Background: an optimization exercise with open tools, aiming at small area. Do not read the settings as production practice. RTL that was checked went through simulation tests only; none was proved equivalent to the original. No activity file was given, so power comes from the tool's default toggle rates.

==> flow/design.v (excerpt) <==
module tetris_core (
	input  logic                    clk,
	input  logic                    reset,
	input  logic                    tick,
	input  logic                    start,
	input  logic                    left,
	input  logic                    right,
	input  logic                    rotate,
	input  logic                    down,
	input  logic [2:0]              next_kind,
	input  logic [5-1:0]       row_sel,
	output logic [10-1:0]  row_bits,
	output logic                    playing,
	output logic                    game_over,
	output logic [10-1:0]     lines,
	output logic [6-1:0]     level
);
==> flow/config.mk <==
export PLATFORM = sky130hd
export DESIGN_NAME = tetris_core
export DESIGN_NICKNAME = tetris_core
export VERILOG_FILES = /design/flow/design.v
export SDC_FILE = /design/flow/constraint.sdc
export NUM_CORES = 4
export LEC_CHECK = 0
export CAP_MARGIN = 20
export CORE_MARGIN = 2
export CORE_UTILIZATION = 60
export PLACE_DENSITY = 0.7
export SLEW_MARGIN = 20
export SYNTH_HIERARCHICAL = 1
==> flow/constraint.sdc <==
create_clock -name core_clock -period 10.0 [get_ports {clk}]
set_input_delay 2.0000 -clock core_clock [delete_from_list [all_inputs] [get_ports {clk}]]
set_output_delay 2.0000 -clock core_clock [all_outputs]
set_load 0.01 [all_outputs]
standard.sh (not shown) runs the stock make flow with config.mk's settings and CLKGATE_MAP_FILE= SYNTH_SCRIPT=/design/flow/synth_recipe.tcl, a recipe that flattens the netlist after the stock synthesis.
==> flow/flow/run.sh <==
#!/bin/bash
# The standard layout (standard.sh) with two changes:
#  - each port gets the smallest buffer, buf_1, as its port buffer
#  - clock tree synthesis inserts no dummy loads
# The full output of the flow goes to standard.log in the work folder.
cd "$(dirname "$0")/.."
export BUFFER_PORTS_ARGS="-buffer_cell sky130_fd_sc_hd__buf_1"
export CTS_ARGS="-sink_clustering_enable -repair_clock_nets -sink_clustering_size 25 -sink_clustering_max_diameter 100 -buf_list sky130_fd_sc_hd__clkbuf_16 -dont_use_dummy_load"
bash standard.sh > standard.log 2>&1
The baseline completed with no timing, DRC or antenna violations.
Rerun with:
--- a/flow/design.v
+++ b/flow/design.v
@@ -56,22 +56,23 @@
 		for (int q = 0; q < 20; q++) begin
 			sel[q] = (idx == q) && (row_sel < 20);
 			flat[q*10 +: 10] = ring[q];
 		end
 	end
 	row_mux u_mux (.sel(sel), .d(flat), .y(row_bits));
 	logic [7:0] shp_nb;
 	logic [3:0] shp_far;
 	logic [3:0] shp_pcx;
 	logic [4:0] shp_prow;     
 	logic [13:0] shp_mask;    
+	logic [17:0] shp_wide;
 	logic dm2, dm1, dz, dp1, dp2;
 	localparam logic [2:0] ST_IDLE  = 3'd0;
 	localparam logic [2:0] ST_WIPE  = 3'd1;
 	localparam logic [2:0] ST_READY = 3'd2;
 	localparam logic [2:0] ST_TEST  = 3'd3;
 	localparam logic [2:0] ST_LOCK  = 3'd4;
 	logic [2:0] state;
 	logic act;             
 	logic run;             
 	logic last;            
 	logic [7:0] nb_q;
@@ -123,30 +124,24 @@
 	assign far_ccw = {far_q[0], far_q[3:1]};
 	assign dm2 = rel_q == 5'd18;
 	assign dm1 = rel_q == 5'd19;
 	assign dz  = rel_q == 5'd0;
 	assign dp1 = rel_q == 5'd1;
 	assign dp2 = rel_q == 5'd2;
 	assign shp_prow[0] = dz & shp_far[2];
 	assign shp_prow[1] = (dm1 & shp_nb[5]) | (dz & shp_nb[4]) | (dp1 & shp_nb[3]);
 	assign shp_prow[2] = (dm2 & shp_far[3]) | (dm1 & shp_nb[6]) | dz | (dp1 & shp_nb[2]) | (dp2 & shp_far[1]);
 	assign shp_prow[3] = (dm1 & shp_nb[7]) | (dz & shp_nb[0]) | (dp1 & shp_nb[1]);
 	assign shp_prow[4] = dz & shp_far[0];
-	logic [15:0] pc_oh;
-	always_comb begin
-		for (int j = 0; j < 16; j++) pc_oh[j] = shp_pcx == 4'(j);
-		for (int c = 0; c < 14; c++) begin
-			shp_mask[c] = 1'b0;
-			for (int k = 0; k < 5; k++) if (c + 2 - k >= 0 && c + 2 - k < 16) shp_mask[c] |= shp_prow[k] & pc_oh[c + 2 - k];
-		end
-	end
+	assign shp_wide = {13'd0, shp_prow} << shp_pcx;
+	assign shp_mask = shp_wide[15:2];
 	assign pmask = shp_mask[11:2];
 	assign run = (state == ST_WIPE || state == ST_TEST || state == ST_LOCK) && (act || ph == 5'd0);
 	assign last = run && ph == 5'd19;
 	assign v = cur_row | (first ? pmask : '0);
 	assign entry = run && state == ST_LOCK && cnt != 3'd0 && ph == 5'd0;
 	always_comb begin
 		if ((run && state == ST_WIPE) || entry) wr_row = '0;
 		else if (dly) wr_row = hold;
 		else wr_row = v;
 	end
 	assign off_rows = (|shp_prow) && (
The changed run completed without violations. Cell count rose by 3.6%. Core utilization rose by 0.49 points. Final area rose by 1.5%. Setup slack improved by 0.030 ns. Power rose by about 22%. Sequential share of layout area fell by 0.75 points. Wire length rose by about 9%. Die area rose by 1.3%. Clock-buffer cell count does not change. Via count rose by 4.6%.
The RTL of the second run of this note was laid out without a check of its function.

[port drivers added, routing unchanged]
The flow's constraints put no driver on any port. The routed layouts listed below were extracted and timed again, unchanged, in two steps. Step 1 sets driving cells, clkbuf_16 on the clock port and buf_2 on the other inputs (assumed; they add their load-dependent delay and slew). Step 2 moves the port delays by t, midway between the first and last clock arrival at a register: inputs arrive t later, outputs are due t later. That takes back most of the time a late clock gives input paths. Slacks: ideal ports / drivers / drivers and shift; pairs: ideal ports / drivers.
run	t, ns	setup WS [ns]	pins driven straight from the clock port
the first run	0.517	2.203 / 2.180 / 2.180	1
the second run	0.518	2.233 / 2.214 / 2.214	1
After both steps setup and hold are still met in every run listed. The setup slack of the first run, which loses most, moves by -0.023 ns with the drivers and by -0.023 ns with both steps.
